Context: an optimization exercise on an open-source flow, tuned for small area, a short achievable clock period and few clock cycles per item. The choices shown serve that exercise and are no tape-out recipe. In this exercise RTL edits were held to simulation tests only and were not proved equivalent to the original.

File: flow/design.v
`default_nettype none
package scpd_pkg;
    localparam logic [26:0] PART_SIZE_RESET = 27'd32768;    
    localparam logic [26:0] PART_SIZE_MAX   = 27'd67108864;
    localparam logic [60:0] TOTAL_MAX       = {61{1'b1}};
    localparam logic [1:0] KIND_PART  = 2'd1;
    localparam logic [1:0] KIND_FINAL = 2'd2;
    localparam logic [1:0] KIND_EMPTY = 2'd3;
    localparam logic [31:0] IV_A = 32'h67452301;
    localparam logic [31:0] IV_B = 32'hEFCDAB89;
    localparam logic [31:0] IV_C = 32'h98BADCFE;
    localparam logic [31:0] IV_D = 32'h10325476;
    localparam logic [31:0] IV_E = 32'hC3D2E1F0;
    localparam logic [31:0] K0 = 32'h5A827999;
    localparam logic [31:0] K1 = 32'h6ED9EBA1;
    localparam logic [31:0] K2 = 32'h8F1BBCDC;
    localparam logic [31:0] K3 = 32'hCA62C1D6;
endpackage
`default_nettype wire
`default_nettype none
module scpd_inc #(
    parameter int unsigned W = 8
) (
    input  wire logic [W-1:0] a,
    output logic [W-1:0]      y,
    output logic              co
);
    logic [W:0] c;
    always_comb begin
        c[0] = 1'b1;
        for (int i = 0; i < W; i++) begin
            if (i % 4 == 0 && i + 4 <= W) c[i+4] = c[i] & (&a[i +: 4]);
            if (i % 4 != 3 || i + 1 > W - (W % 4)) c[i+1] = c[i] & a[i];
        end
        y  = a ^ c[W-1:0];
        co = c[W];
    end
endmodule
`default_nettype wire
`default_nettype none
module sha1_cumulative_part_digest (
    input  wire logic        i_clk,
    input  wire logic        i_rst_n,
    input  wire logic        psel,
    input  wire logic        penable,
    input  wire logic        pwrite,
    input  wire logic [2:0]  paddr,
    input  wire logic [31:0] pwdata,
    output logic [31:0]      prdata,
    output logic             pready,
    input  wire logic        i_push,
    output logic             o_full,
    input  wire logic [63:0] i_data_word,
    input  wire logic [3:0]  i_bytes_valid,
    input  wire logic        i_last_of_file,
    output logic             o_empty,
    input  wire logic        i_pop,
    output logic [31:0]      o_hash_a,
    output logic [31:0]      o_hash_b,
    output logic [31:0]      o_hash_c,
    output logic [31:0]      o_hash_d,
    output logic [31:0]      o_hash_e,
    output logic [31:0]      o_part_number,
    output logic [60:0]      o_end_offset,
    output logic             o_is_final,
    output logic             o_status
);
    logic [26:0] r_psize;
    logic        r_a2;
    assign pready = 1'b1;
    assign prdata = r_a2 ? 32'd0 : {5'd0, r_psize};
    always_ff @(posedge i_clk) begin
        r_a2 <= paddr[2];    
        if (!i_rst_n) begin
            r_psize <= scpd_pkg::PART_SIZE_RESET;
        end else if (psel && penable && pwrite && !paddr[2]) begin
            r_psize <= pwdata[26:0];
        end
    end
    logic [5:0]  r_c;
    logic [1:0]  r_phn;              
    logic        r_fch, r_fmaj;      
    logic        r_run;
    logic [31:0] w [16];
    logic [31:0] r_a, r_b, r_cc, r_d;
    logic [31:0] r_ekw, r_ekw1;      
    logic [31:0] h [5];
    logic        r_f;                
    logic        r_run_res, r_run_fin;
    logic [2:0]  r_wj;               
    logic        r_wfull;            
    logic        r_blk_res, r_blk_fin;
    logic        r_gact, r_gmark;    
    logic [60:0] r_total;            
    logic [31:0] r_pcount;           
    logic [1:0]  r_ckind;            
    logic        r_held, r_oshown;   
    logic [26:0] r_bcnt;             
    logic [3:0]  r_dn;               
    logic        r_dx;               
    logic        r_dr;               
    logic [1:0]  r_dk;               
    logic [3:0]  r_dnb;              
    logic       tail, wr_opp, acc_ok, accept, wr_gen, wr, is_empty, complete, load;
    logic [2:0] s;
    logic [3:0] js;
    logic [3:0] nb;
    assign tail   = r_run && (r_c >= 6'd34);
    assign s      = 3'd1 - r_c[2:0];          
    assign js     = {1'b0, r_wj} + {1'b0, s};
    assign wr_opp = !r_wfull && (js[2:0] == 3'd7) && (!r_run || tail);
    assign acc_ok = wr_opp && !r_gact && !r_dr;
    assign o_full = !acc_ok;
    assign accept = i_push && acc_ok;
    assign wr_gen = wr_opp && r_gact;
    assign wr     = accept || wr_gen;
    assign nb       = (!i_last_of_file || i_bytes_valid > 4'd8) ? 4'd8 : i_bytes_valid;
    logic        d_empty, newf, dfin, lzero, pinc;
    logic [3:0]  m;
    logic [2:0]  pb;
    logic [4:0]  lo;
    logic [60:0] live_total;
    logic [31:0] live_pcount;
    logic [27:0] bc_inc;
    logic [26:0] bsz;
    logic        part_hit;
    logic [53:0] tw_i;
    logic [31:0] pc_i;
    logic [26:0] bc_i;
    logic        tw_co, pc_co, bc_co;
    assign d_empty = (r_dn == 4'd0) && !r_dr;
    assign newf    = r_dx && !(r_gact && d_empty);
    assign dfin    = r_dr && (r_dk == scpd_pkg::KIND_FINAL);
    assign m       = r_dn + {3'd0, dfin && r_dnb[3]};
    assign pb      = (dfin && !r_dnb[3]) ? r_dnb[2:0] : 3'd0;
    assign lo      = {1'b0, r_total[6:3]} + {1'b0, m};
    scpd_inc #(.W(54)) u_inc_total (.a(r_total[60:7]), .y(tw_i), .co(tw_co));
    scpd_inc #(.W(32)) u_inc_parts (.a(r_pcount), .y(pc_i), .co(pc_co));
    scpd_inc #(.W(27)) u_inc_blocks (.a(r_bcnt), .y(bc_i), .co(bc_co));
    always_comb begin
        if (newf)              live_total = {54'd0, m, pb};
        else if (lo[4] && tw_co) live_total = scpd_pkg::TOTAL_MAX;
        else                   live_total = {lo[4] ? tw_i : r_total[60:7], lo[3:0], r_total[2:0] | pb};
    end
    assign pinc        = r_dr && (r_dk != scpd_pkg::KIND_EMPTY);
    assign live_pcount = newf ? {31'd0, pinc} : ((pinc && !pc_co) ? pc_i : r_pcount);
    assign lzero       = (r_dn == 4'd0) && (newf || (r_total == 61'd0));
    assign is_empty    = i_last_of_file && (nb == 4'd0) && lzero;
    assign bc_inc      = {bc_co, bc_i};
    always_comb begin
        if (r_psize == 27'd0)                         bsz = 27'd1;
        else if (r_psize > scpd_pkg::PART_SIZE_MAX)   bsz = scpd_pkg::PART_SIZE_MAX;
        else                                          bsz = r_psize;
    end
    assign part_hit = (bc_inc >= {1'b0, bsz});
    logic [63:0] pin, gword, wdata;
    always_comb begin
        for (int k = 0; k < 8; k++) begin
            if (!i_last_of_file || 4'(k) < nb)  pin[63-8*k -: 8] = i_data_word[63-8*k -: 8];
            else if (4'(k) == nb)               pin[63-8*k -: 8] = 8'h80;
            else                                pin[63-8*k -: 8] = 8'h00;
        end
    end
    assign gword = r_gmark ? {8'h80, 56'd0} : ((r_wj == 3'd7) ? {live_total, 3'b000} : 64'd0);
    assign wdata = r_gact ? gword : pin;
    logic res7, fin7;
    assign res7 = r_gact ? !r_gmark : (!i_last_of_file && part_hit);
    assign fin7 = r_gact && !r_gmark;
    assign complete = r_wfull || ((r_wj == 3'd7) && wr);
    assign load     = !r_run && (r_c == 6'd41) && complete && (!r_oshown || i_pop);
    logic        c41, sched, hp_sh, hq_sh;
    logic [31:0] xp, xq, ivp, ivq, sp, sq;
    logic [31:0] kn, f1, f2, t1, t2, z2, wn0, wn1;
    logic [31:0] lb [5];             
    assign c41   = !r_run && (r_c == 6'd41);
    assign sched = r_run && (r_c < 6'd32);
    assign lb[0] = r_f ? scpd_pkg::IV_A : h[0];
    assign lb[1] = r_f ? scpd_pkg::IV_B : h[1];
    assign lb[2] = r_f ? scpd_pkg::IV_C : h[2];
    assign lb[3] = r_f ? scpd_pkg::IV_D : h[3];
    assign lb[4] = r_f ? scpd_pkg::IV_E : h[4];
    assign hp_sh = r_run && (r_c >= 6'd38) && (r_c <= 6'd40);
    assign hq_sh = r_run && (r_c >= 6'd39) && (r_c <= 6'd40);
    assign xp    = (r_c == 6'd40) ? r_a : {r_a[1:0], r_a[31:2]};
    assign xq    = (r_c == 6'd40) ? r_b : {r_b[1:0], r_b[31:2]};
    assign ivp   = (r_c == 6'd38) ? scpd_pkg::IV_E : ((r_c == 6'd39) ? scpd_pkg::IV_C : scpd_pkg::IV_A);
    assign ivq   = (r_c == 6'd39) ? scpd_pkg::IV_D : scpd_pkg::IV_B;
    assign sp    = (r_f ? ivp : h[4]) + xp;
    assign sq    = (r_f ? ivq : h[3]) + xq;
    function automatic logic [31:0] kof(input logic [1:0] ph);
        logic [31:0] k;
        unique case (ph)
            2'd0:    k = scpd_pkg::K0;
            2'd1:    k = scpd_pkg::K1;
            2'd2:    k = scpd_pkg::K2;
            default: k = scpd_pkg::K3;
        endcase
        kof = k;
    endfunction
    function automatic logic [31:0] fof(input logic ch, input logic maj, input logic [31:0] x,
                                        input logic [31:0] y, input logic [31:0] z);
        logic [31:0] f;
        if (ch)       f = (x & y) | (~x & z);
        else if (maj) f = (x & y) | (x & z) | (y & z);
        else          f = x ^ y ^ z;
        fof = f;
    endfunction
    assign kn   = c41 ? scpd_pkg::K0 : kof(r_phn);
    assign f1   = fof(r_fch, r_fmaj, r_b, r_cc, r_d);
    assign f2   = fof(r_fch, r_fmaj, r_a, {r_b[1:0], r_b[31:2]}, r_cc);
    assign t1   = {r_a[26:0], r_a[31:27]} + f1 + r_ekw;
    assign z2   = f2 + r_ekw1;
    assign t2   = {t1[26:0], t1[31:27]} + z2;
    assign wn0  = {w[13][30:0] ^ w[8][30:0] ^ w[2][30:0] ^ w[0][30:0],
                   w[13][31] ^ w[8][31] ^ w[2][31] ^ w[0][31]};
    assign wn1  = {w[14][30:0] ^ w[9][30:0] ^ w[3][30:0] ^ w[1][30:0],
                   w[14][31] ^ w[9][31] ^ w[3][31] ^ w[1][31]};
    always_ff @(posedge i_clk) begin
        for (int i = 0; i < 14; i++) w[i] <= w[i+2];
        if (wr_opp) begin
            w[14] <= wdata[63:32];
            w[15] <= wdata[31:0];
        end else begin
            w[14] <= sched ? wn0 : w[0];
            w[15] <= sched ? wn1 : w[1];
        end
        if (c41) begin
            r_a  <= lb[0];
            r_b  <= lb[1];
            r_cc <= lb[2];
            r_d  <= lb[3];
        end else begin
            r_a  <= t2;
            r_b  <= t1;
            r_cc <= {r_a[1:0], r_a[31:2]};
            r_d  <= {r_b[1:0], r_b[31:2]};
        end
        r_ekw  <= (c41 ? lb[4] : r_cc) + kn + w[2];
        r_ekw1 <= (c41 ? lb[3] : {r_b[1:0], r_b[31:2]}) + kn + w[3];
        if (hp_sh) begin
            h[0] <= sp;
            h[2] <= h[0];
            h[4] <= h[2];
        end
        if (hq_sh) begin
            h[1] <= sq;
            h[3] <= h[1];
        end
    end
    logic popping, commit;
    assign popping = i_pop && r_oshown;
    assign commit  = !r_held || popping;
    always_ff @(posedge i_clk) begin
        if (!i_rst_n) begin
            r_run     <= 1'b0;
            r_c       <= 6'd34;
            r_phn     <= 2'd0;
            r_fch     <= 1'b1;
            r_fmaj    <= 1'b0;
            r_f       <= 1'b1;
            r_run_res <= 1'b0;
            r_run_fin <= 1'b0;
            r_wj      <= 3'd0;
            r_wfull   <= 1'b0;
            r_blk_res <= 1'b0;
            r_blk_fin <= 1'b0;
            r_gact    <= 1'b0;
            r_gmark   <= 1'b0;
            r_held    <= 1'b0;
            r_oshown  <= 1'b0;
            r_ckind   <= 2'd0;
            r_total   <= 61'd0;
            r_pcount  <= 32'd0;
            r_bcnt    <= 27'd0;
            r_dn      <= 4'd0;
            r_dx      <= 1'b0;
            r_dr      <= 1'b0;
            r_dk      <= 2'd0;
            r_dnb     <= 4'd0;
        end else begin
            if (r_run) begin
                if (r_c == 6'd40) begin
                    r_run <= 1'b0;
                    r_c   <= 6'd41;
                    r_f   <= r_run_fin;
                end else begin
                    r_c <= r_c + 6'd1;
                end
            end else if (r_c == 6'd41) begin
                if (load) begin
                    r_run <= 1'b1;
                    r_c   <= 6'd0;
                end else begin
                    r_c <= 6'd34;
                end
            end else begin
                r_c <= r_c + 6'd1;
            end
            if (load) begin
                r_phn  <= 2'd0;
                r_fch  <= 1'b1;
                r_fmaj <= 1'b0;
            end else if (r_run) begin
                r_fch  <= (r_phn == 2'd0);
                r_fmaj <= (r_phn == 2'd2);
                if (r_c == 6'd8 || r_c == 6'd18 || r_c == 6'd28) r_phn <= r_phn + 2'd1;
            end
            if (wr && !(accept && is_empty)) begin
                r_wj <= r_wj + 3'd1;
                if (r_wj == 3'd7) begin
                    r_blk_res <= res7;
                    r_blk_fin <= fin7;
                    if (!load) r_wfull <= 1'b1;
                end
            end
            if (load) begin
                r_wfull   <= 1'b0;
                r_run_res <= r_wfull ? r_blk_res : res7;
                r_run_fin <= r_wfull ? r_blk_fin : fin7;
            end
            if (wr_gen) begin
                r_gmark <= 1'b0;
                if (!r_gmark && r_wj == 3'd7) r_gact <= 1'b0;
            end
            if (commit) begin
                r_dn <= 4'd0;
                r_dx <= r_dr ? (r_dk != scpd_pkg::KIND_PART) : (r_dx && d_empty);
                r_dr <= 1'b0;
            end
            if (accept) begin
                if (i_last_of_file) begin
                    r_dr   <= 1'b1;
                    r_dk   <= is_empty ? scpd_pkg::KIND_EMPTY : scpd_pkg::KIND_FINAL;
                    r_dnb  <= nb;
                    r_bcnt <= 27'd0;
                    if (!is_empty) begin
                        r_gact  <= 1'b1;
                        r_gmark <= (nb == 4'd8);
                    end
                end else begin
                    r_dn <= (commit ? 4'd0 : r_dn) + 4'd1;
                    if (r_wj == 3'd7) begin
                        if (part_hit) begin
                            r_dr   <= 1'b1;
                            r_dk   <= scpd_pkg::KIND_PART;
                            r_bcnt <= 27'd0;
                        end else begin
                            r_bcnt <= bc_inc[26:0];
                        end
                    end
                end
            end
            if (popping) begin
                r_held   <= 1'b0;
                r_oshown <= 1'b0;
            end
            if (commit) begin
                r_total  <= live_total;
                r_pcount <= live_pcount;
                r_ckind  <= r_dk;
                r_held   <= r_dr;
                if (r_dr && r_dk == scpd_pkg::KIND_EMPTY) r_oshown <= 1'b1;
            end
            if (r_run && r_c == 6'd40 && r_run_res) r_oshown <= 1'b1;
        end
    end
    assign o_empty       = !r_oshown;
    assign o_status      = (r_ckind == scpd_pkg::KIND_EMPTY);
    assign o_is_final    = (r_ckind != scpd_pkg::KIND_PART);
    assign o_hash_a      = o_status ? 32'd0 : h[0];
    assign o_hash_b      = o_status ? 32'd0 : h[1];
    assign o_hash_c      = o_status ? 32'd0 : h[2];
    assign o_hash_d      = o_status ? 32'd0 : h[3];
    assign o_hash_e      = o_status ? 32'd0 : h[4];
    assign o_part_number = r_pcount;
    assign o_end_offset  = r_total;
endmodule
`default_nettype wire
File: flow/run.sh
#!/bin/bash
# synth_recipe.tcl (not shown) runs the flow's synth.tcl, then flattens the netlist and writes it again
# the make line also repeats each setting of config.mk as NAME=value (left out here)
make -C /OpenROAD-flow-scripts/flow DESIGN_CONFIG=/design/flow/config.mk WORK_HOME=/design/flow/orfs CLKGATE_MAP_FILE= SYNTH_SCRIPT=/design/flow/synth_recipe.tcl finish
File: flow/config.mk
export PLATFORM = sky130hd
export DESIGN_NAME = sha1_cumulative_part_digest
export DESIGN_NICKNAME = sha1_cumulative_part_digest
export VERILOG_FILES = /design/flow/design.v
export SDC_FILE = /design/flow/constraint.sdc
export NUM_CORES = 4
export LEC_CHECK = 0
export ABC_AREA = 1
export CAP_MARGIN = 20
export CORE_MARGIN = 2
export CORE_UTILIZATION = 40
export CTS_BUF_LIST = sky130_fd_sc_hd__clkbuf_4 sky130_fd_sc_hd__clkbuf_8
export PLACE_DENSITY = 0.6
export SETUP_SLACK_MARGIN = 5
export SLEW_MARGIN = 20
File: flow/constraint.sdc
create_clock -name core_clock -period 10.0 [get_ports {i_clk}]
set_input_delay 2.0000 -clock core_clock [delete_from_list [all_inputs] [get_ports {i_clk}]]
set_output_delay 2.0000 -clock core_clock [all_outputs]
set_load 0.01 [all_outputs]
==> key figures, run 1 <==
Outcome
  – Run status: finished clean

Worst hold path
  – Worst Hold Class: register to register
  – Worst Hold Path Cells: 0

Critical path
  – R2R depth: 27
  – Crit end category: register
  – Worst Path Arrival: 6.43 ns
  – Worst setup path category: register to register
  – Crit start category: register
  – Crit path required time: roughly 11 ns
  – Crit-path max FO: 4

Logic synthesis
  – Top-count cell post-synth: dfxtp_1
  – Synth cell types: between 50 and 60
  – Asr flop ratio synth: 0
  – Syn avg cell area: around 8.5 um2
  – Post-Syn Instances: approximately 6400
  – Post-synth top cells: 890 x dfxtp_1, 853 x nand2_1, 804 x inv_1, 597 x o21ai_0, 552 x a21oi_1
  – Top post-synthesis cells by area: dfxtp_1 33%, edfxtp_1 8.9%, ha_1 7.5%
  – Register bit total from synthesis: 1050
  – Number of synthesized flops with an enable pin: 160
  – Ys Warns: 7
  – Cell taking the most area after synthesis: dfxtp_1
  – Main synth FF type: dfxtp_1
  – Yosys top cell area share: 0.330
  – Seq/Total Area, Yosys: 0.419
  – Mapped Area: approximately 54000 um2

GRT
  – First-pass GRT wire length: 316000 um
  – Gr ovfl total: 0
  – Vias in the first global route: ~45000
  – GRT Overall Usage: 0.319
  – Largest net degree at the start of global routing: 131
  – Initial antenna violation count: 14

Timing
  – Final worst-path cycle share: 0.565
  – Fmax: 177 MHz
  – Worst-Margin Slew: between 1 and 1.5 ns
  – Final WS setup: between 4 and 5 ns
  – Total negative slack: 0 ns
  – Fin. max-slew vios: 0
  – Clock Skews: roughly 0.07 ns
  – Final Hold Fails: 0
  – Finish-stage setup viols: 0
  – RSZ-0062 raised after global routing: true
  – Worst hold margin: roughly 0.3 ns
  – Slew HR: 0.188
  – Fin crit period: 5.65 ns

Clock tree
  – Worst-Skew Late Latency: ~0.94 ns
  – Clk buf depth: 3
  – Num CTS Buffers: approximately 180
  – CTS clock-pin slew for the worst setup and hold paths: roughly 0.07 ns
  – H-tree depth: 4
  – Clock sink count: approximately 1100
  – CTS tree: done
  – CTS root buffer: clkbuf_8

Final layout
  – Non-Filler Instances: ~8800
  – Number of fill cells: roughly 13000
  – Final Util: 0.498
  – Area grow syn2layout: 23.2%
  – Layout cells sized above 1: 0.119
  – Post-route cell area: 66500 um2
  – FF+latch area: ~23000 um2
  – Multi-input gate area: 29000 um2
  – Post-layout nets: around 7500

Routing
  – Iter 0 DRT Violations: 4860
  – Remaining DRCs: 0
  – Met3 WL post-DR: roughly 23000 um
  – Post-route ant nets: 0
  – Vias: 47800
  – Highest routed layer: met5
  – Avg WL per Cell: approximately 26 um
  – Vias per cell: between 5 and 6
  – Met1 WL: slightly below 100000 um
  – Pre-Repair DR Iteration Count: 6
  – Final WL: approximately 230000 um
  – Met2 WL: 92600 um

Placement
  – HPWL after DPL: about 180000 um
  – Pre-CTS setup slack: about 3 ns
  – Placed cell count: roughly 8300
  – IO buf count: just under 400
  – Gpl congestion: 1.05
  – Placement Cell Area: about 60000 um2

Die
  – Die height: ~370 um
  – Row cnt: 134
  – Core Box Area: 134000 um2
  – Starting Density: 0.404
  – Die width: between 300 and 400 um
  – Ports: between 400 and 500
  – Die Area: 138000 um2

Run
  – Max cap viols: 0
final cells by class:
| cell class | count | share of cell area |
|---|---|---|
| well taps | 1768 | 0.0333 |
| repair buffers | 530 | 0.0802 |
| clock buffers | 269 | 0.0514 |
| multi-input cells | 4266 | 0.436 |
| clock inverters | 68 | 0.0103 |
| inverters | 812 | 0.0467 |
| diodes | 5 | 0.000188 |
| flip-flops and latches | 1050 | 0.342 |
| repair inverters | 1 | 0.0000940 |
layout by cell type (no fill, tap or decap), types with 32 or more instances in the layout:
master	count
clkdlybuf4s50_1	385
fa_1	175
edfxtp_1	160
a22oi_1	35
o221ai_1	80
o21ai_0	547
o22ai_1	32
nand2_1	808
nor3_1	43
o211ai_1	35
clkbuf_8	224
a21o_1	35
nand3_1	281
dfxtp_1	840
xor2_1	170
nor2_1	523
nand4_1	57
xnor2_1	176
inv_1	786
clkinv_2	32
clkbuf_4	45
buf_4	112
o21ai_1	35
ha_1	280
a21oi_1	513
per-layer routing:
metal,GRT usage,vias to the layer above
met1,0.442,23100
met5,0,-
met3,0.0919,378
met2,0.454,2136
li1,-,22200
met4,0.154,6
worst paths after layout:
check	slack (ns)	start	end
max	4.35	r_b[18]	r_a[27]
min reg2reg	0.30	w[5][20]	w[3][20]
min	0.30	w[5][20]	w[3][20]
max reg2reg	4.35	r_b[18]	r_a[27]
registers in the layout, indices dropped and copies added (netlist names), 27 cells and up:
signal,count
r_ekw,32
r_pcount,32
r_cc,32
r_ekw1,32
r_bcnt,27
r_a,32
h,160
r_total,61
r_b,32
r_psize,27
r_d,32
w,512
worst max-delay path, cell delays in order, from the launching register on:
cell     delay [ns]
dfxtp_4        0.38
fa_1           0.54
nand2_1        0.09
a21oi_4        0.21
fa_2           0.52
ha_4           0.20
a21oi_2        0.19
o21ai_0        0.16
a21oi_1        0.17
nand3_2        0.16
a21o_1         0.21
xor2_2         0.17
inv_2          0.08
fa_1           0.48
inv_2          0.08
ha_4           0.18
inv_4          0.04
fa_2           0.33
inv_2          0.07
nand2_2        0.07
a21oi_4        0.32
a31oi_4        0.18
o21ai_2        0.21
nand2_1        0.13
nand3_1        0.10
nand2_1        0.06
nand3_1        0.07
o21ai_0        0.08
logic make-up after synthesis:
kind of cell    synth area share
other cells             0.000139
compound gates             0.156
buf+inv                   0.0739
simple gates               0.147
fa+ha+maj                  0.144
flops                      0.419
xor+xnor                  0.0600
repair_timing:
item | CTS | global route
cloned | 6 | 2
pin swaps | 70 | 45
setup endpoints to repair | 174 | 115
setup buffers | 55 | 17
gates resized for setup | 334 | 129
hold buffers | 0 | 0
Testbench counts, summed over its fixed seeds: cycles 32,966, bytes 47,624.
==> inputs of run 2 (changes only) <==
--- a/flow/design.v
+++ b/flow/design.v
@@ -198,4 +198,18 @@
         kof = k;
     endfunction
+    function automatic logic [31:0] ks_add(input logic [31:0] x, input logic [31:0] y);
+        logic [31:0] g, p, gg, pp;
+        g  = x & y;
+        p  = x ^ y;
+        gg = g;
+        pp = p;
+        for (int d = 1; d < 32; d = d * 2) begin
+            for (int i = 31; i >= d; i--) begin
+                gg[i] = gg[i] | (pp[i] & gg[i-d]);
+                pp[i] = pp[i] & pp[i-d];
+            end
+        end
+        ks_add = p ^ {gg[30:0], 1'b0};
+    endfunction
     function automatic logic [31:0] fof(input logic ch, input logic maj, input logic [31:0] x,
                                         input logic [31:0] y, input logic [31:0] z);
@@ -211,5 +225,5 @@
     assign t1   = {r_a[26:0], r_a[31:27]} + f1 + r_ekw;
     assign z2   = f2 + r_ekw1;
-    assign t2   = {t1[26:0], t1[31:27]} + z2;
+    assign t2   = ks_add({t1[26:0], t1[31:27]}, z2);
     assign wn0  = {w[13][30:0] ^ w[8][30:0] ^ w[2][30:0] ^ w[0][30:0],
                    w[13][31] ^ w[8][31] ^ w[2][31] ^ w[0][31]};
@@ -299,9 +313,9 @@
             if (load) begin
                 r_phn  <= 2'd0;
-                r_fch  <= 1'b1;
-                r_fmaj <= 1'b0;
+                r_fch   <= 1'b1;
+                r_fmaj  <= 1'b0;
             end else if (r_run) begin
-                r_fch  <= (r_phn == 2'd0);
-                r_fmaj <= (r_phn == 2'd2);
+                r_fch   <= (r_phn == 2'd0);
+                r_fmaj  <= (r_phn == 2'd2);
                 if (r_c == 6'd8 || r_c == 6'd18 || r_c == 6'd28) r_phn <= r_phn + 2'd1;
             end
--- a/flow/config.mk
+++ b/flow/config.mk
@@ -9,7 +9,8 @@
 export CAP_MARGIN = 20
 export CORE_MARGIN = 2
-export CORE_UTILIZATION = 40
+export CORE_UTILIZATION = 55
 export CTS_BUF_LIST = sky130_fd_sc_hd__clkbuf_4 sky130_fd_sc_hd__clkbuf_8
-export PLACE_DENSITY = 0.6
+export CTS_CLUSTER_SIZE = 20
+export PLACE_DENSITY = 0.7
 export SETUP_SLACK_MARGIN = 5
 export SLEW_MARGIN = 20
==> key figures, run 2 <==
Outcome
  – Run status: finished clean (unchanged)

GRT
  – GRT Overall Usage: 0.382 (was 0.319)
  – First-pass GRT wire length: 282000 um (was 316000 um)
  – Initial antenna violation count: 4 (was 14)
  – Largest net degree at the start of global routing: 129 (was 131)
  – Vias in the first global route: 44400 (was 45400)
  – Gr ovfl total: 0 (unchanged)

Placement
  – HPWL after DPL: 148000 um (was 176000 um)
  – Gpl congestion: 1.03 (was 1.05)
  – Placed cell count: 7670 (was 8347)
  – Placement Cell Area: 58400 um2 (was 59800 um2)
  – IO buf count: 387 (unchanged)

Logic synthesis
  – Top post-synthesis cells by area: dfxtp_1 33%, edfxtp_1 9.0%, ha_1 8.2% (was dfxtp_1 33%, edfxtp_1 8.9%, ha_1 7.5%)
  – Main synth FF type: dfxtp_1 (unchanged)
  – Yosys top cell area share: 0.334 (was 0.330)
  – Number of synthesized flops with an enable pin: 160 (unchanged)
  – Post-Syn Instances: 6179 (was 6357)
  – Mapped Area: 53400 um2 (was 54000 um2)
  – Syn avg cell area: 8.64 um2 (was 8.49 um2)
  – Top-count cell post-synth: dfxtp_1 (unchanged)
  – Asr flop ratio synth: 0 (unchanged)
  – Seq/Total Area, Yosys: 0.424 (was 0.419)
  – Synth cell types: 68 (was 59)
  – Post-synth top cells: 890 x dfxtp_1, 788 x nand2_1, 717 x inv_1, 632 x o21ai_0, 602 x a21oi_1 (was 890 x dfxtp_1, 853 x nand2_1, 804 x inv_1, 597 x o21ai_0, 552 x a21oi_1)
  – Ys Warns: 7 (unchanged)
  – Cell taking the most area after synthesis: dfxtp_1 (unchanged)
  – Register bit total from synthesis: 1050 (unchanged)

Final layout
  – Post-route cell area: 64700 um2 (was 66500 um2)
  – Max reg flops: 512 (unchanged)
  – FF+latch area: 22700 um2 (about the same)
  – Multi-input gate area: 28400 um2 (was 29000 um2)
  – Number of fill cells: 7988 (was 12900)
  – Largest regs: w x512, h x160, r_total x61 (unchanged)
  – Non-Filler Instances: 8071 (was 8769)
  – Post-layout nets: 7270 (was 7461)
  – Layout cells sized above 1: 0.118 (was 0.119)
  – Commonest non-fill, non-tap cell in the layout: dfxtp_1 (unchanged)
  – Top reg by flops: w (unchanged)
  – Final Util: 0.671 (was 0.498)
  – Area grow syn2layout: 21.1% (was 23.2%)
  – Most frequent cells in the layout: 848 x dfxtp_1, 753 x nand2_1, 701 x inv_1 (was 840 x dfxtp_1, 808 x nand2_1, 786 x inv_1)

Run
  – Max cap viols: 0 (unchanged)

Worst hold path
  – Worst Hold Class: register to register (unchanged)

Critical path
  – Crit start category: register (unchanged)
  – Crit-path max FO: 5 (was 4)
  – Crit end category: register (unchanged)
  – Crit path required time: 10.73 ns (was 10.78 ns)
  – Worst Path Arrival: 5.85 ns (was 6.43 ns)
  – Worst setup path category: register to register (unchanged)

Timing
  – RSZ-0062 raised after global routing: true (unchanged)
  – Fin. max-slew vios: 0 (unchanged)
  – Final worst-path cycle share: 0.511 (was 0.565)
  – Fmax: 196 MHz (was 177 MHz)
  – Worst-Margin Slew: 1.26 ns (was 1.20 ns)
  – Slew HR: 0.151 (was 0.188)
  – Finish-stage setup viols: 0 (unchanged)
  – Fin crit period: 5.11 ns (was 5.65 ns)
  – Final Hold Fails: 0 (unchanged)
  – Worst hold margin: 0.290 ns (was 0.297 ns)
  – Total negative slack: 0 ns (unchanged)
  – Clock Skews: 0.0524 ns (was 0.0688 ns)

Routing
  – Pre-Repair DR Iteration Count: 6 (unchanged)
  – Vias: 47500 (was 47800)
  – Met1 WL: 78700 um (was 98000 um)
  – Avg WL per Cell: 24.2 um (was 25.8 um)
  – Met3 WL post-DR: 19100 um (was 23500 um)
  – Final WL: 195000 um (was 226000 um)
  – Met2 WL: 82700 um (was 92600 um)
  – Vias per cell: 5.89 (was 5.45)
  – Highest routed layer: met5 (unchanged)
  – Remaining DRCs: 0 (unchanged)
  – Iter 0 DRT Violations: 5220 (was 4860)
  – Post-route ant nets: 0 (unchanged)

Clock tree
  – Clk buf depth: 3 (unchanged)
  – H-tree depth: 4 (unchanged)
  – Num CTS Buffers: 170 (was 179)
  – CTS root buffer: clkbuf_8 (unchanged)
  – Worst-Skew Late Latency: 0.89 ns (was 0.94 ns)
  – Post-CTS Hold Fix Bufs: 0 (unchanged)
  – Clock sink count: 1050 (unchanged)
  – CTS clock-pin slew for the worst setup and hold paths: 0.06 ns (was 0.07 ns)
  – CTS tree: done (unchanged)

Die
  – Die height: 316 um (was 371 um)
  – Starting Density: 0.554 (was 0.404)
  – Core Box Area: 96400 um2 (was 134000 um2)
  – Row cnt: 114 (was 134)
  – Die width: 316 um (was 371 um)
  – Ports: 401 (unchanged)
  – Die Area: 99600 um2 (was 138000 um2)
-- run 2: through the flow --
stage	setup slack, ns
4_1_cts	4.95
5_1_grt	4.71
6_report	4.89
2_1_floorplan	5.35
3_5_place_dp	3.33
3_3_place_gp	3.33
-- run 2: layout make-up --
type / instances / share of cell area
clock inverters: 55 / 0.00971
well taps: 1276 / 0.0247
repair buffers: 515 / 0.0804
inverters: 739 / 0.0436
flip-flops and latches: 1050 / 0.351
clock buffers: 260 / 0.0506
multi-input cells: 4174 / 0.440
diodes: 2 / 0.0000774
-- run 2: cell families (layout without fill, tap and decap cells) --
logic type / after synthesis / in the layout / synth area share
and+or+nand+nor: 1658 / 1658 / 0.133
AOI/OAI and AO/OA: 1604 / 1604 / 0.168
DFF: 1050 / 1050 / 0.424
buffers and inverters: 959 / 1569 / 0.0687
adders and majority gates: 509 / 509 / 0.141
xor gates and xnor gates: 396 / 396 / 0.0649
other: 2 / 8 / 0.000141
muxes: 1 / 1 / 0.000211
-- run 2: per-layer routing --
layer	global-route usage	vias up
met4	0.243	2
met3	0.0844	578
met2	0.563	2590
met1	0.510	22600
li1	-	21800
met5	0	-
-- run 2: critical path: stages, from the launching register on --
cell and delay [ns]:
dfxtp_4 0.38, fa_1 0.52, nor2_1 0.05, o22ai_2 0.22, fa_1 0.50, ha_4 0.31, nand2_1 0.05, nand3b_1 0.17
nand2_2 0.15, nand2_2 0.09, nand2_4 0.12, a31oi_1 0.17, xnor2_1 0.57, ha_1 0.43, a21oi_1 0.28, o21ai_0 0.21
a221oi_1 0.40, o21ai_4 0.13, a21oi_2 0.19, nor2_1 0.05
-- run 2: path summary, 6_finish.rpt --
| kind | start | end | slack, ns | cells past startpoint |
|---|---|---|---|---|
| setup / recovery | r_cc[5] | r_a[24] | 4.89 | 19 |
| hold / removal | w[4][11] | w[2][11] | 0.29 | 0 |
| setup reg to reg | r_cc[5] | r_a[24] | 4.89 | 19 |
| hold reg to reg | w[4][11] | w[2][11] | 0.29 | 0 |
-- run 2: timing repair --
| item | 4_1_cts | 5_1_grt |
|---|---|---|
| resized for setup | 199 | 199 |
| endpoints found under the setup margin | 181 | 133 |
| pin swaps | 39 | 73 |
| buffers inserted | 39 | 39 |
| cloned | 5 | 1 |
Testbench counts of run 2, summed over its fixed seeds: cycles 32,966, bytes 47,624.
==> inputs of run 3 (changes only) <==
--- a/flow/config.mk
+++ b/flow/config.mk
@@ -9,8 +9,7 @@
 export CAP_MARGIN = 20
 export CORE_MARGIN = 2
-export CORE_UTILIZATION = 55
+export CORE_UTILIZATION = 40
 export CTS_BUF_LIST = sky130_fd_sc_hd__clkbuf_4 sky130_fd_sc_hd__clkbuf_8
-export CTS_CLUSTER_SIZE = 20
-export PLACE_DENSITY = 0.7
+export PLACE_DENSITY = 0.6
 export SETUP_SLACK_MARGIN = 5
 export SLEW_MARGIN = 20
==> key figures, run 3 <==
Placement
  – HPWL after DPL: 157000 um (was 148000 um)
  – Gpl congestion: 1.02 (was 1.03)
  – Pre-CTS setup slack: 3.38 ns (was 3.33 ns)
  – IO buf count: 387 (unchanged)

Critical path
  – Slowest cell delay on critical path: 0.52 ns (was 0.57 ns)
  – Crit-path max FO: 5 (unchanged)
  – R2r setup slk: 5.00 ns (was 4.89 ns)
  – Crit. Startpoint: r_cc[9] (was r_cc[5])
  – Worst setup path category: register to register (unchanged)
  – Crit path required time: 10.77 ns (was 10.73 ns)
  – R2R depth: 21 (was 19)
  – Worst Path Arrival: 5.77 ns (was 5.85 ns)
  – Worst R2R End: r_a[24] (unchanged)
  – Crit start category: register (unchanged)
  – Slowest-stage cell, CP: fa_1 (was xnor2_1)
  – Crit path to: r_a[24] (unchanged)
  – Crit end category: register (unchanged)
  – Crit-path cells: fa_1 -> nand2_1 -> a21oi_2 -> fa_1 -> ha_4 -> a21oi_1 -> nand2_2 -> a21oi_2 -> nand2_4 -> nand2_2 -> nand2_2 -> buf_4 -> xor2_2 -> ha_2 -> a21oi_1 -> o21ai_1 -> a221oi_2 -> o21ai_4 -> buf_4 -> a21oi_2 -> nor2_1 (was fa_1 -> nor2_1 -> o22ai_2 -> fa_1 -> ha_4 -> nand2_1 -> nand3b_1 -> nand2_2 -> nand2_2 -> nand2_4 -> a31oi_1 -> xnor2_1 -> ha_1 -> a21oi_1 -> o21ai_0 -> a221oi_1 -> o21ai_4 -> a21oi_2 -> nor2_1)
  – Critical R2R Launch: r_cc[9] (was r_cc[5])

Worst hold path
  – Worst Hold Class: register to register (unchanged)
  – Hold_sp: w[15][27] (was w[4][11])

Clock tree
  – CTS root buffer: clkbuf_8 (unchanged)
  – Num CTS Buffers: 177 (was 170)
  – H-tree depth: 4 (unchanged)
  – Clk buf depth: 3 (unchanged)
  – Clock sink count: 1050 (unchanged)
  – CTS tree: done (unchanged)
  – Worst-Skew Late Latency: 0.96 ns (was 0.89 ns)
  – CTS clock-pin slew for the worst setup and hold paths: 0.07 ns (was 0.06 ns)

Logic synthesis
  – Post-Syn Instances: 6179 (unchanged)
  – Compound-Gate Fraction of Synth Area: 0.168 (unchanged)
  – Synth cell types: 68 (unchanged)
  – Syn avg cell area: 8.64 um2 (unchanged)
  – Simple-gate share of the synthesized area: 0.133 (unchanged)
  – Yosys top cell area share: 0.334 (unchanged)
  – Mapped Area: 53400 um2 (unchanged)
  – Ys Warns: 7 (unchanged)
  – Main synth FF type: dfxtp_1 (unchanged)
  – Seq/Total Area, Yosys: 0.424 (unchanged)
  – Top-count cell post-synth: dfxtp_1 (unchanged)
  – Largest family of logic cells by synthesized area: compound AO/OA/AOI/OAI gates (unchanged)
  – Post-synth top cells: 890 x dfxtp_1, 788 x nand2_1, 717 x inv_1, 632 x o21ai_0, 602 x a21oi_1 (unchanged)
  – Post-synthesis mux area share: 0.000211 (unchanged)
  – Cell taking the most area after synthesis: dfxtp_1 (unchanged)
  – Asr flop ratio synth: 0 (unchanged)
  – Number of synthesized flops with an enable pin: 160 (unchanged)
  – Adder-Cell Fraction of Synth Area: 0.141 (unchanged)
  – Register bit total from synthesis: 1050 (unchanged)
  – Top post-synthesis cells by area: dfxtp_1 33%, edfxtp_1 9.0%, ha_1 8.2% (unchanged)
  – XOR/XNOR Fraction of Synth Area: 0.0649 (unchanged)

GRT
  – Largest net degree at the start of global routing: 126 (was 129)
  – First-pass GRT wire length: 296000 um (was 282000 um)
  – GRT Overall Usage: 0.293 (was 0.382)
  – Initial antenna violation count: 9 (was 4)
  – Gr ovfl total: 0 (unchanged)
  – Vias in the first global route: 44700 (was 44400)

Routing
  – Vias: 47000 (was 47500)
  – Avg WL per Cell: 24.1 um (was 24.2 um)
  – Met1 WL: 89600 um (was 78700 um)
  – Vias per cell: 5.48 (was 5.89)
  – Highest routed layer: met5 (unchanged)
  – Post-route ant nets: 0 (unchanged)
  – Iter 0 DRT Violations: 4242 (was 5220)
  – Met2 WL: 91000 um (was 82700 um)
  – Remaining DRCs: 0 (unchanged)
  – Met3 WL post-DR: 16700 um (was 19100 um)
  – Pre-Repair DR Iteration Count: 6 (unchanged)
  – Final WL: 207000 um (was 195000 um)

Final layout
  – Layout cells sized above 1: 0.130 (was 0.118)
  – Max reg flops: 512 (unchanged)
  – Area grow syn2layout: 24.0% (was 21.1%)
  – Most frequent cells in the layout: 836 x dfxtp_1, 752 x nand2_1, 700 x inv_1 (was 848 x dfxtp_1, 753 x nand2_1, 701 x inv_1)
  – Largest regs: w x512, h x160, r_total x61 (unchanged)
  – Number of fill cells: 12600 (was 7988)
  – Top reg by flops: w (unchanged)
  – Final Util: 0.498 (was 0.671)
  – Post-layout nets: 7282 (was 7270)
  – Commonest non-fill, non-tap cell in the layout: dfxtp_1 (unchanged)

Timing
  – Final WS setup: 5.00 ns (was 4.89 ns)
  – Slew HR: 0.275 (was 0.151)
  – Total negative slack: 0 ns (unchanged)
  – Clock Skews: 0.0805 ns (was 0.0524 ns)
  – Worst-Margin Slew: 1.08 ns (was 1.26 ns)
  – Final worst-path cycle share: 0.500 (was 0.511)
  – Fin crit period: 5.00 ns (was 5.11 ns)
  – Finish-stage setup viols: 0 (unchanged)
  – Fin. max-slew vios: 0 (unchanged)
  – Fmax: 200 MHz (was 196 MHz)
  – Final Hold Fails: 0 (unchanged)
  – RSZ-0062 raised after global routing: true (unchanged)

Die
  – Die height: 369 um (was 316 um)
  – Starting Density: 0.402 (was 0.554)
  – Core Box Area: 133000 um2 (was 96400 um2)
  – Ports: 401 (unchanged)
  – Die width: 369 um (was 316 um)
  – Die Area: 136000 um2 (was 99600 um2)
  – Row cnt: 134 (was 114)

Run
  – Max cap viols: 0 (unchanged)

Outcome
  – Run status: finished clean (unchanged)
-- run 3: cell counts after synthesis --
No cell type changed its count.
-- run 3: per-layer routing --
metal  track usage  vias up
li1              -    21800
met1         0.401    22700
met2         0.454     2074
met3        0.0565      375
met4         0.120        4
met5             0        -
-- run 3: per-stage QoR --
stage	area, um2	cells	hold WS (ns)
floorplan	53400	6183	0.310
global placement	59000	8161	0.310
detailed placement	59000	8161	0.312
CTS	64600	8518	0.276
global route	66200	8585	0.287
finish	66200	8585	0.292
-- run 3: repair_timing --
action	CTS	global route
hold endpoints to repair	0	0
cloned	8	3
endpoints found under the setup margin	201	112
hold buffers	0	0
pin swaps	28	82
setup buffers	18	61
gates resized for setup	236	268
-- run 3: how the worst min path moves through the flow --
stage	end	slack [ns]	cells after the start
floorplan	w[10][0]	0.31	0
global placement	w[3][3]	0.31	0
detailed placement	w[10][21]	0.31	0
CTS	w[13][27]	0.28	0
global route	w[13][27]	0.29	0
finish	w[13][27]	0.29	0
-- run 3: critical path, delay by kind of cell, from the launching register on --
kind / cells / cell delay [ns]
flops: 1 / 0.38
simple gates: 6 / 0.46
buf+inv: 2 / 0.30
fa+ha+maj: 4 / 1.71
compound gates: 8 / 1.71
xor+xnor: 1 / 0.26
-- run 3: cell type report --
type,count,area [um2],share of cell area
well taps,1768,2210,0.0334
clock buffers,268,3390,0.0513
multi-input cells,4174,28800,0.435
clock inverters,63,892,0.0135
diodes,3,7.51,0.000113
flip-flops and latches,1050,22700,0.344
inverters,739,2820,0.0427
repair inverters,1,8.76,0.000132
repair buffers,519,5310,0.0802
-- run 3: cell families (layout without fill, tap and decap cells) --
logic type,after synthesis,after routing
xor+xnor,396,396
buf+inv,959,1590
flops,1050,1050
mux,1,1
simple gates,1658,1658
fa+ha+maj,509,509
other cells,2,9
compound gates,1604,1604
==> inputs of run 4 (changes only) <==
--- a/flow/design.v
+++ b/flow/design.v
@@ -186,6 +186,6 @@
     assign ivp   = (r_c == 6'd38) ? scpd_pkg::IV_E : ((r_c == 6'd39) ? scpd_pkg::IV_C : scpd_pkg::IV_A);
     assign ivq   = (r_c == 6'd39) ? scpd_pkg::IV_D : scpd_pkg::IV_B;
-    assign sp    = (r_f ? ivp : h[4]) + xp;
-    assign sq    = (r_f ? ivq : h[3]) + xq;
+    assign sp    = bk_add(r_f ? ivp : h[4], xp);
+    assign sq    = bk_add(r_f ? ivq : h[3], xq);
     function automatic logic [31:0] kof(input logic [1:0] ph);
         logic [31:0] k;
@@ -212,11 +212,35 @@
         ks_add = p ^ {gg[30:0], 1'b0};
     endfunction
+    function automatic logic [31:0] bk_add(input logic [31:0] x, input logic [31:0] y);
+        logic [31:0] g, p, gg, pp;
+        g  = x & y;
+        p  = x ^ y;
+        gg = g;
+        pp = p;
+        for (int d = 1; d < 32; d = d * 2) begin
+            for (int i = 2 * d - 1; i < 32; i = i + 2 * d) begin
+                gg[i] = gg[i] | (pp[i] & gg[i-d]);
+                pp[i] = pp[i] & pp[i-d];
+            end
+        end
+        for (int d = 8; d >= 1; d = d / 2) begin
+            for (int i = 3 * d - 1; i < 32; i = i + 2 * d) begin
+                gg[i] = gg[i] | (pp[i] & gg[i-d]);
+                pp[i] = pp[i] & pp[i-d];
+            end
+        end
+        bk_add = p ^ {gg[30:0], 1'b0};
+    endfunction
+    function automatic logic [31:0] bk_add3(input logic [31:0] x, input logic [31:0] y,
+                                            input logic [31:0] z);
+        bk_add3 = bk_add(x ^ y ^ z, {(x[30:0] & y[30:0]) | (x[30:0] & z[30:0]) | (y[30:0] & z[30:0]), 1'b0});
+    endfunction
     function automatic logic [31:0] fof(input logic ch, input logic maj, input logic [31:0] x,
                                         input logic [31:0] y, input logic [31:0] z);
-        logic [31:0] f;
-        if (ch)       f = (x & y) | (~x & z);
-        else if (maj) f = (x & y) | (x & z) | (y & z);
-        else          f = x ^ y ^ z;
-        fof = f;
+        logic [31:0] u, p, q;
+        u   = y ^ z;
+        q   = u & (x | {32{!(ch || maj)}});
+        p   = ch ? z : (maj ? (y & z) : x);
+        fof = p ^ q;
     endfunction
     assign kn   = c41 ? scpd_pkg::K0 : kof(r_phn);
@@ -250,6 +274,6 @@
             r_d  <= {r_b[1:0], r_b[31:2]};
         end
-        r_ekw  <= (c41 ? lb[4] : r_cc) + kn + w[2];
-        r_ekw1 <= (c41 ? lb[3] : {r_b[1:0], r_b[31:2]}) + kn + w[3];
+        r_ekw  <= bk_add3(c41 ? lb[4] : r_cc, kn, w[2]);
+        r_ekw1 <= bk_add3(c41 ? lb[3] : {r_b[1:0], r_b[31:2]}, kn, w[3]);
         if (hp_sh) begin
             h[0] <= sp;
==> key figures, run 4 <==
Critical path
  – R2r setup slk: 4.82 ns (was 5.00 ns)
  – Critical R2R Launch: r_fmaj (was r_cc[9])
  – Crit start category: register (unchanged)
  – Worst Path Arrival: 5.98 ns (was 5.77 ns)
  – Crit end category: register (unchanged)
  – Worst setup path category: register to register (unchanged)
  – Crit path required time: 10.79 ns (was 10.77 ns)
  – Slowest-stage cell, CP: fa_1 (unchanged)
  – Crit path to: r_a[10] (was r_a[24])
  – CP most frequent cell: nand2_4
  – Crit. Startpoint: r_fmaj (was r_cc[9])
  – Worst R2R End: r_a[10] (was r_a[24])
  – R2R depth: 29 (was 21)
  – Slowest cell delay on critical path: 0.48 ns (was 0.52 ns)
  – Crit-path max FO: 11 (was 5)

Clock tree
  – Post-CTS Hold Fix Bufs: 0 (unchanged)
  – Num CTS Buffers: 180 (was 177)
  – Clock sink count: 1050 (unchanged)
  – CTS tree: done (unchanged)
  – Worst-Skew Late Latency: 0.94 ns (was 0.96 ns)
  – H-tree depth: 4 (unchanged)
  – CTS clock-pin slew for the worst setup and hold paths: 0.06 ns (was 0.07 ns)
  – CTS root buffer: clkbuf_8 (unchanged)
  – Clk buf depth: 3 (unchanged)

Placement
  – IO buf count: 387 (unchanged)
  – Gpl congestion: 0.962 (was 1.02)
  – HPWL after DPL: 131000 um (was 157000 um)

Timing
  – Worst-Margin Slew: 1.17 ns (was 1.08 ns)
  – Slew HR: 0.214 (was 0.275)
  – Final worst-path cycle share: 0.518 (was 0.500)
  – Fin. max-slew vios: 0 (unchanged)
  – Final Hold Fails: 0 (unchanged)
  – Clock Skews: 0.0544 ns (was 0.0805 ns)
  – Finish-stage setup viols: 0 (unchanged)
  – Total negative slack: 0 ns (unchanged)
  – Worst hold margin: 0.286 ns (was 0.292 ns)
  – Fmax: 193 MHz (was 200 MHz)
  – RSZ-0062 raised after global routing: true (unchanged)
  – Fin crit period: 5.18 ns (was 5.00 ns)

Logic synthesis
  – Seq/Total Area, Yosys: 0.436 (was 0.424)
  – Ys Warns: 7 (unchanged)
  – Cell taking the most area after synthesis: dfxtp_1 (unchanged)
  – Asr flop ratio synth: 0 (unchanged)
  – Main synth FF type: dfxtp_1 (unchanged)
  – Synth cell types: 68 (unchanged)
  – Post-Syn Instances: 5829 (was 6179)
  – Syn avg cell area: 8.91 um2 (was 8.64 um2)
  – Post-synth top cells: 890 x dfxtp_1, 810 x nand2_1, 634 x inv_1, 617 x o21ai_0, 420 x a21oi_1 (was 890 x dfxtp_1, 788 x nand2_1, 717 x inv_1, 632 x o21ai_0, 602 x a21oi_1)
  – Yosys top cell area share: 0.343 (was 0.334)
  – Top post-synthesis cells by area: dfxtp_1 34%, ha_1 9.9%, edfxtp_1 9.3% (was dfxtp_1 33%, edfxtp_1 9.0%, ha_1 8.2%)
  – Mapped Area: 51900 um2 (was 53400 um2)
  – Top-count cell post-synth: dfxtp_1 (unchanged)
  – Register bit total from synthesis: 1050 (unchanged)
  – Number of synthesized flops with an enable pin: 160 (unchanged)

Final layout
  – Post-layout nets: 7046 (was 7282)
  – Top reg by flops: w (unchanged)
  – Largest regs: w x512, h x160, r_total x61 (unchanged)
  – Final Util: 0.511 (was 0.498)
  – Most frequent cells in the layout: 876 x dfxtp_1, 728 x nand2_1, 606 x inv_1 (was 836 x dfxtp_1, 752 x nand2_1, 700 x inv_1)
  – Commonest non-fill, non-tap cell in the layout: dfxtp_1 (unchanged)
  – Layout cells sized above 1: 0.150 (was 0.130)
  – Area grow syn2layout: 27.0% (was 24.0%)
  – Max reg flops: 512 (unchanged)

Die
  – Row cnt: 132 (was 134)
  – Starting Density: 0.402 (about the same)
  – Core Box Area: 129000 um2 (was 133000 um2)
  – Die height: 364 um (was 369 um)
  – Ports: 401 (unchanged)
  – Die width: 364 um (was 369 um)
  – Die Area: 133000 um2 (was 136000 um2)

Routing
  – Post-route ant nets: 0 (unchanged)
  – Met1 WL: 81600 um (was 89600 um)
  – Vias: 43800 (was 47000)
  – Final WL: 186000 um (was 207000 um)
  – Avg WL per Cell: 22.5 um (was 24.1 um)
  – Met2 WL: 81600 um (was 91000 um)
  – Remaining DRCs: 0 (unchanged)
  – Met3 WL post-DR: 14600 um (was 16700 um)
  – Highest routed layer: met5 (unchanged)
  – Pre-Repair DR Iteration Count: 6 (unchanged)
  – Vias per cell: 5.29 (was 5.48)
  – Iter 0 DRT Violations: 3843 (was 4242)

GRT
  – Vias in the first global route: 42500 (was 44700)
  – Gr ovfl total: 0 (unchanged)
  – First-pass GRT wire length: 268000 um (was 296000 um)
  – GRT Overall Usage: 0.272 (was 0.293)
  – Largest net degree at the start of global routing: 100 (was 126)
  – Initial antenna violation count: 3 (was 9)

Worst hold path
  – Worst Hold Class: register to register (unchanged)

Run
  – Max cap viols: 0 (unchanged)

Outcome
  – Run status: finished clean (unchanged)
[run 4: metrics by stage]
step                      instances  cell area (um2)  setup slack, ns
final                          8269            65900             4.82
after global routing           8267            65900             4.61
after CTS                      8199            64300             4.73
after detailed placement       7764            57400             2.93
after global placement         7764            57400             2.94
after floorplan                5833            52000             5.01
[run 4: area by class of cell]
type	count	area, um2
fill	12100	63200
clock buffer	288	3630
timing repair inverter	1	8.76
timing repair buffer	593	6330
inverter	647	2500
multi-input combinational	3901	28200
clock inverter	40	435
antenna	7	17.5
sequential	1050	22700
tap	1742	2180
[run 4: per-layer routing]
metal	up-vias	track usage
li1	20600	-
met1	21000	0.371
met2	1789	0.420
met3	341	0.0544
met4	2	0.113
met5	-	0
[run 4: cell families (layout without fill, tap and decap cells)]
kind of cell / count (synthesis) / count (layout) / share of synthesized area
simple gates: 1594 / 1595 / 0.130
flops: 1050 / 1050 / 0.436
buf+inv: 883 / 1569 / 0.0653
other cells: 2 / 13 / 0.000145
compound gates: 1337 / 1337 / 0.144
xor+xnor: 402 / 402 / 0.0678
fa+ha+maj: 561 / 561 / 0.157
[run 4: worst min path at each step]
stage          cells past startpoint        end  slack [ns]      start
3_3_place_gp                       0   w[5][16]        0.31   w[7][16]
3_5_place_dp                       0  w[10][17]        0.31  w[12][17]
4_1_cts                            0    w[8][8]        0.29   w[10][8]
6_report                           0    w[8][8]        0.29   w[10][8]
5_1_grt                            0    w[8][8]        0.30   w[10][8]
2_1_floorplan                      0   w[10][0]        0.31   w[12][0]
[run 4: critical path: cells and delay by family, from the launching register on]
kind                       cells  cell delay (ns)
and+or+nand+nor               12             1.28
adders and majority gates      4             1.25
buffers and inverters          7             0.92
AOI/OAI and AO/OA              4             0.64
xor gates and xnor gates       2             0.58
DFF                            1             0.38
[run 4: timing repair]
action                                  in CTS  in global routing
pin swaps                                   90                107
setup buffers                               89                 57
endpoints found under the setup margin     204                106
cloned                                      18                  6
resized for setup                          380                256
Testbench counts of run 4, summed over its fixed seeds: cycles 32,966, bytes 47,624.
==> inputs of run 5 (changes only) <==
==> flow/flow/run.sh (new file) <==
#!/bin/bash
# Layout: the standard flow (standard.sh) with two changes to the cells it
# picks: the port buffers are buf_1, the smallest buffer, and clock tree synthesis
# adds no dummy loads. make's output goes to flow_standard.log; each ORFS step
# keeps its own log under orfs/logs.
set -uo pipefail
export BUFFER_PORTS_ARGS="-buffer_cell sky130_fd_sc_hd__buf_1"
export CTS_ARGS="-sink_clustering_enable -repair_clock_nets -dont_use_dummy_load -buf_list {sky130_fd_sc_hd__clkbuf_4 sky130_fd_sc_hd__clkbuf_8}"
bash standard.sh > flow_standard.log 2>&1
==> flow/standard.sh (new file) <==
#!/bin/bash
# synth_recipe.tcl (not shown) runs the flow's synth.tcl, then flattens the netlist and writes it again
# the make line also repeats each setting of config.mk as NAME=value (left out here)
make -C /OpenROAD-flow-scripts/flow DESIGN_CONFIG=/design/flow/config.mk WORK_HOME=/design/flow/orfs CLKGATE_MAP_FILE= SYNTH_SCRIPT=/design/flow/synth_recipe.tcl "${@:-finish}"
removed: flow/run.sh
==> key figures, run 5 <==
Clock tree
  – Post-CTS Hold Fix Bufs: 0 (unchanged)
  – Num CTS Buffers: 179 (was 180)
  – H-tree depth: 4 (unchanged)
  – Clk buf depth: 3 (unchanged)
  – CTS root buffer: clkbuf_8 (unchanged)
  – Clock sink count: 1050 (unchanged)
  – CTS clock-pin slew for the worst setup and hold paths: 0.05 ns (was 0.06 ns)
  – CTS tree: done (unchanged)
  – Worst-Skew Late Latency: 0.91 ns (was 0.94 ns)

Critical path
  – Slowest cell delay on critical path: 0.41 ns (was 0.48 ns)
  – Crit path required time: 10.74 ns (was 10.79 ns)
  – Crit start category: register (unchanged)
  – Worst setup path category: register to register (unchanged)
  – Slowest-stage cell, CP: fa_1 (unchanged)
  – Worst Path Arrival: 6.11 ns (was 5.98 ns)
  – Crit-path max FO: 12 (was 11)
  – Crit end category: register (unchanged)

Logic synthesis
  – Asr flop ratio synth: 0 (unchanged)
  – Number of synthesized flops with an enable pin: 160 (unchanged)
  – Synth cell types: 68 (unchanged)
  – Seq/Total Area, Yosys: 0.436 (unchanged)
  – Ys Warns: 7 (unchanged)
  – Post-Syn Instances: 5829 (unchanged)
  – Main synth FF type: dfxtp_1 (unchanged)
  – Mapped Area: 51900 um2 (unchanged)
  – Post-synth top cells: 890 x dfxtp_1, 810 x nand2_1, 634 x inv_1, 617 x o21ai_0, 420 x a21oi_1 (unchanged)
  – Yosys top cell area share: 0.343 (unchanged)
  – Top post-synthesis cells by area: dfxtp_1 34%, ha_1 9.9%, edfxtp_1 9.3% (unchanged)
  – Top-count cell post-synth: dfxtp_1 (unchanged)
  – Syn avg cell area: 8.91 um2 (unchanged)
  – Cell taking the most area after synthesis: dfxtp_1 (unchanged)
  – Register bit total from synthesis: 1050 (unchanged)

Routing
  – Final WL: 181000 um (was 186000 um)
  – Iter 0 DRT Violations: 4068 (was 3843)
  – Avg WL per Cell: 22.4 um (was 22.5 um)
  – Vias per cell: 5.39 (was 5.29)
  – Pre-Repair DR Iteration Count: 6 (unchanged)
  – Remaining DRCs: 0 (unchanged)
  – Vias: 43600 (was 43800)
  – Post-route ant nets: 0 (unchanged)

Final layout
  – Top reg by flops: w (unchanged)
  – Most frequent cells in the layout: 881 x dfxtp_1, 746 x nand2_1, 613 x inv_1 (was 876 x dfxtp_1, 728 x nand2_1, 606 x inv_1)
  – Largest regs: w x512, h x160, r_total x61 (unchanged)
  – Layout cells sized above 1: 0.112 (was 0.150)
  – Post-route cell area: 61000 um2 (was 65900 um2)
  – Commonest non-fill, non-tap cell in the layout: dfxtp_1 (unchanged)
  – Non-Filler Instances: 8090 (was 8269)
  – Post-layout nets: 7019 (was 7046)
  – Area grow syn2layout: 17.5% (was 27.0%)
  – Max reg flops: 512 (unchanged)

Timing
  – Fmax: 186 MHz (was 193 MHz)
  – Final Hold Fails: 0 (unchanged)
  – Final worst-path cycle share: 0.536 (was 0.518)
  – Finish-stage setup viols: 0 (unchanged)
  – RSZ-0062 raised after global routing: true (unchanged)
  – Slew HR: 0.238 (was 0.214)
  – Fin. max-slew vios: 0 (unchanged)
  – Clock Skews: 0.0836 ns (was 0.0544 ns)
  – Fin crit period: 5.36 ns (was 5.18 ns)
  – Total negative slack: 0 ns (unchanged)
  – Final WS setup: 4.64 ns (was 4.82 ns)
  – Worst-Margin Slew: 1.13 ns (was 1.17 ns)

Outcome
  – Run status: finished clean (unchanged)

Die
  – Row cnt: 132 (unchanged)
  – Core Box Area: 129000 um2 (unchanged)
  – Die Area: 133000 um2 (unchanged)
  – Ports: 401 (unchanged)
  – Die width: 364 um (unchanged)
  – Die height: 364 um (unchanged)
  – Starting Density: 0.402 (unchanged)

Placement
  – Placement Cell Area: 55000 um2 (was 57400 um2)
  – IO buf count: 387 (unchanged)
  – HPWL after DPL: 129000 um (was 131000 um)
  – Placed cell count: 7761 (was 7764)
  – Gpl congestion: 1.02 (was 0.962)
  – Pre-CTS setup slack: 2.62 ns (was 2.93 ns)

GRT
  – Gr ovfl total: 0 (unchanged)
  – Initial antenna violation count: 11 (was 3)
  – First-pass GRT wire length: 261000 um (was 268000 um)
  – GRT Overall Usage: 0.264 (was 0.272)
  – Vias in the first global route: 41600 (was 42500)
  – Largest net degree at the start of global routing: 108 (was 100)

Run
  – Max cap viols: 0 (unchanged)

Worst hold path
  – Worst Hold Class: register to register (unchanged)
## run 5: cell counts after synthesis
No cell type changed its count.
## run 5: area by class of cell
type                       instances  area [um2]
antenna                            3        7.51
clock buffer                     179        2460
fill                           12500       68100
inverter                         647        2490
multi-input combinational       3903       27600
sequential                      1050       22700
tap                             1742        2180
timing repair buffer             565        3610
timing repair inverter             1        11.3
## run 5: worst paths after layout
| path | startpoint | end | slack, ns | depth (start not counted) |
|---|---|---|---|---|
| max | r_fmaj | r_a[24] | 4.64 | 36 |
| max reg2reg | r_fmaj | r_a[24] | 4.64 | 36 |
| min reg2reg | w[5][12] | w[3][12] | 0.27 | 0 |
| min | w[5][12] | w[3][12] | 0.27 | 0 |
## run 5: kinds of logic (layout without fill, tap and decap cells)
kind of cell    Yosys count  after routing  share of synthesized area
fa+ha+maj               561            561                      0.157
other cells               2              9                   0.000145
simple gates           1594           1597                      0.130
flops                  1050           1050                      0.436
xor+xnor                402            402                     0.0678
buf+inv                 883           1392                     0.0653
compound gates         1337           1337                      0.144
## run 5: per-layer routing
| layer | vias up | global-route usage | routed length (um) |
|---|---|---|---|
| met3 | 332 | 0.0457 | 14800 |
| met4 | 2 | 0.0856 | 6250 |
| met1 | 21000 | 0.367 | 79600 |
| met2 | 1818 | 0.415 | 80800 |
| li1 | 20500 | - | - |
| met5 | - | 0 | 20 |
## run 5: critical path, delay by kind of cell (launching register included)
family,cells,cell delay (ns)
simple gates,20,1.82
compound gates,3,0.61
fa+ha+maj,5,1.55
xor+xnor,2,0.28
flops,1,0.36
buf+inv,6,0.62
## run 5: what timing repair did
action	4_1_cts	5_1_grt
pin swaps	69	89
gates resized for setup	290	208
gates cloned	14	9
endpoints found under the setup margin	212	48
setup buffers	72	52
## run 5: through the flow
step | utilization | hold WS (ns)
global route | 0.473 | 0.276
CTS | 0.462 | 0.274
finish | 0.473 | 0.274
floorplan | - | 0.310
global placement | 0.426 | 0.310
detailed placement | 0.426 | 0.312

## afterwards: timing with drivers on the ports
Ports are ideal in the flow. The routed layouts listed here were re-timed in OpenROAD.
Step 1 sets driving cells, clkbuf_16 on the clock port and buf_2 on the other inputs (assumed; they add their load-dependent delay and slew).
Step 2, shift: input delay + t, output delay - t, t = (earliest + latest rising clock arrival at the registers) / 2. This alone moves slack from input paths to output paths.
Slacks: ideal ports / drivers / drivers and shift; pairs: ideal ports / drivers.
run | t (ns) | slack for setup (ns) | worst hold slack (ns) | latest minus earliest clock arrival (ns) | cell pins on the clock port's net
run 1 | 0.987 | 4.348 / 4.348 / 4.348 | 0.297 / 0.297 / 0.297 | 0.072 / 0.072 | 1
run 2 | 0.931 | 4.886 / 4.886 / 4.785 | 0.290 / 0.290 / 0.290 | 0.054 / 0.054 | 1
run 3 | 0.997 | 5.001 / 4.951 / 4.755 | 0.292 / 0.292 / 0.292 | 0.080 / 0.080 | 1
run 4 | 0.990 | 4.817 / 4.817 / 4.191 | 0.286 / 0.286 / 0.286 | 0.054 / 0.054 | 1
run 5 | 0.923 | 4.638 / 4.638 / 4.634 | 0.274 / 0.274 / 0.274 | 0.123 / 0.123 | 1
After both steps setup and hold are still met in every run listed. The setup slack of run 4, which loses most, moves by 0.000 ns with the drivers and by -0.626 ns with both steps.
